Source: an optimization exercise on an open RTL-to-GDS flow (aim: a short achievable clock period and few clock cycles). Production flows keep margins and buffers that such runs may drop.
In this exercise RTL edits were held to simulation tests only and were not proved equivalent to the original.
Power figures rest on the tool's default switching activity, not on a simulated workload.

==> flow/design.v (excerpt) <==
module processor (
    input  logic           clock,
    input  logic           reset,
    output cpu_pkg::word_t address_imem,
    input  cpu_pkg::word_t q_imem,
    output cpu_pkg::word_t address_dmem,
    output cpu_pkg::word_t data,
    output logic           wren,
    input  cpu_pkg::word_t q_dmem,
    output logic             ctrl_writeEnable,
    output cpu_pkg::reg_idx_t ctrl_writeReg,
    output cpu_pkg::reg_idx_t ctrl_readRegA,
    output cpu_pkg::reg_idx_t ctrl_readRegB,
    output cpu_pkg::word_t    data_writeReg,
    input  cpu_pkg::word_t    data_readRegA,
    input  cpu_pkg::word_t    data_readRegB
);
    logic [31:0] pc, pc_q, alt_q;
    logic        rd_q;
    assign pc = rd_q ? alt_q : pc_q;
    logic        e_we;
    logic        e_wev, e_stv, e_brv;
    logic [4:0]  e_dest;
    logic        e_st, e_br, e_bne, e_pred, e_addi, e_dec, e_nz, e_pos, e_neg;
    logic        e_rld, e_rand, e_ror, e_rsll, e_rsra;
    logic [3:0]  e_sh0, e_sh1;
    logic [1:0]  e_sh2;
    logic [31:0] e_a, e_b, e_addr, e_pc1, e_imm;
    logic        e_fa;
    logic        e_rsum, e_cin;
    logic        w_we;
    logic [4:0]  w_dest;
    logic [31:0] w_res;
    logic [31:0] other, res, hs, cy;
    logic [31:0] ins;
    logic [4:0]  op, rd, rs, rt, rb;
  ...
export LEC_CHECK = 0
export ABC_CLOCK_PERIOD_IN_PS = 2500
export CAP_MARGIN = 20
export CORE_MARGIN = 2
export CORE_UTILIZATION = 40
export PLACE_DENSITY = 0.75
export SETUP_SLACK_MARGIN = 2.5
export SLEW_MARGIN = 20
create_clock -name core_clock -period 5.5 [get_ports {clock}]
run.sh (not shown) runs the stock make flow with config.mk's settings and CLKGATE_MAP_FILE= SYNTH_SCRIPT=/design/flow/synth_recipe.tcl, a recipe that flattens the netlist after the stock synthesis.
Testbench counts at the start, summed over its fixed seeds: cycles 27,831.
Edit:
==> flow/flow/run.sh (new file) <==
#!/bin/bash
# The standard layout, with the port buffers made of buf_4 cells instead of
# the default choice; every tool's output goes to standard.log in this folder.
set -euo pipefail
export BUFFER_PORTS_ARGS="-buffer_cell sky130_fd_sc_hd__buf_4"
bash standard.sh > standard.log 2>&1
==> flow/standard.sh (new file) <==
#!/bin/bash
# synth_recipe.tcl (not shown) runs the flow's synth.tcl, then flattens the netlist and writes it again
# the make line also repeats each setting of config.mk as NAME=value (left out here)
make -C /OpenROAD-flow-scripts/flow DESIGN_CONFIG=/design/flow/config.mk WORK_HOME=/design/flow/orfs CLKGATE_MAP_FILE= SYNTH_SCRIPT=/design/flow/synth_recipe.tcl "${@:-finish}"
removed: flow/run.sh
Effect: Via count goes down by 3.2%; sequential power stays flat; non-clock buffer count goes down by 103; wire length goes down by about 5%; core utilization goes down by 3.1 points; cell area goes down by about 6%; sequential share of layout area goes up by 1.1 points; clock-buffer cell count goes up by 6; worst setup slack loses 0.13 ns; first-iteration DRC count stays flat.
Edit:
==> flow/run.sh (new file) <==
#!/bin/bash
# synth_recipe.tcl (not shown) runs the flow's synth.tcl, then flattens the netlist and writes it again
# the make line also repeats each setting of config.mk as NAME=value (left out here)
make -C /OpenROAD-flow-scripts/flow DESIGN_CONFIG=/design/flow/config.mk WORK_HOME=/design/flow/orfs CLKGATE_MAP_FILE= SYNTH_SCRIPT=/design/flow/synth_recipe.tcl finish
PLACE_DENSITY = default   (was 0.75)
SETUP_SLACK_MARGIN = 3.0   (was 2.5)
removed: flow/flow/run.sh
removed: flow/standard.sh
Clock-buffer cell count rose by 5.
Power grows by 13%.
Final area rises by 21%.
Worst setup slack improved by 0.032 ns.
Die area does not change.
Global-route usage increases by 2.3 points.

========
processor again, from the RTL that the note above started with.
==> flow/design.v (excerpt) <==
module processor (
    input  logic           clock,
    input  logic           reset,
    output cpu_pkg::word_t address_imem,
    input  cpu_pkg::word_t q_imem,
    output cpu_pkg::word_t address_dmem,
    output cpu_pkg::word_t data,
    output logic           wren,
    input  cpu_pkg::word_t q_dmem,
    output logic             ctrl_writeEnable,
    output cpu_pkg::reg_idx_t ctrl_writeReg,
    output cpu_pkg::reg_idx_t ctrl_readRegA,
    output cpu_pkg::reg_idx_t ctrl_readRegB,
    output cpu_pkg::word_t    data_writeReg,
    input  cpu_pkg::word_t    data_readRegA,
    input  cpu_pkg::word_t    data_readRegB
);
clock: 5.5 ns
lec_check: 0
abc_clock_period_in_ps: 2500
cap_margin: 20
core_margin: 2
core_utilization: 40
place_density: 0.9
setup_slack_margin: 2.5
slew_margin: 20
Stock flow here: none of the scripts above is used.
Testbench counts at the start, summed over its fixed seeds: cycles 27,831.
Then changed:
PLACE_DENSITY = unset   (was 0.9)
Result: Via count came out lower by 2.6%. Cell count came out higher by 1.6%. Clock skew came out higher by 0.012 ns. Hold slack improves by 0.012 ns. Critical path depth came out higher by 3. Cell area came out higher by 3.6%. Combinational power came out higher by about 0.8%. Die area does not change.

==> separate check: timing with driven ports <==
No port has a modelled driver above. Below, the same layouts with a new extraction and two added sets of constraints. Step 1: set_driving_cell puts a clkbuf_16 on clock and a buf_2 on each other input, an assumption about the parent block. Step 2 moves the port delays by t, midway between the first and last clock arrival at a register: inputs arrive t later, outputs are due t later. That takes back most of the time a late clock gives input paths. Slacks: no drivers / after step 1 / after step 2; pairs: no drivers / after step 1.
run | t (ns) | setup slack, ns | worst hold slack (ns) | worst setup path at the end | slew at the worst register clock pin (ns)
the first run of note 1 | 0.625 | 2.380 / 2.365 / 1.780 | 0.438 / 0.438 / 0.438 | input to register | 0.07 / 0.07
the second run of note 1 | 0.619 | 2.246 / 2.207 / 1.702 | 0.452 / 0.452 / 0.452 | input to register | 0.07 / 0.07
the third run of note 1 | 0.659 | 2.277 / 2.277 / 1.678 | 0.416 / 0.416 / 0.416 | input to register | 0.07 / 0.07
the first run of note 2 | 0.629 | 2.121 / 2.121 / 1.604 | 0.428 / 0.428 / 0.428 | input to register | 0.08 / 0.08
the second run of note 2 | 0.639 | 2.281 / 2.281 / 1.708 | 0.440 / 0.440 / 0.440 | input to register | 0.07 / 0.07
After both steps setup and hold are still met in every run listed. The setup slack of the first run of note 1, which loses most, moves by -0.015 ns with the drivers and by -0.600 ns with both steps.
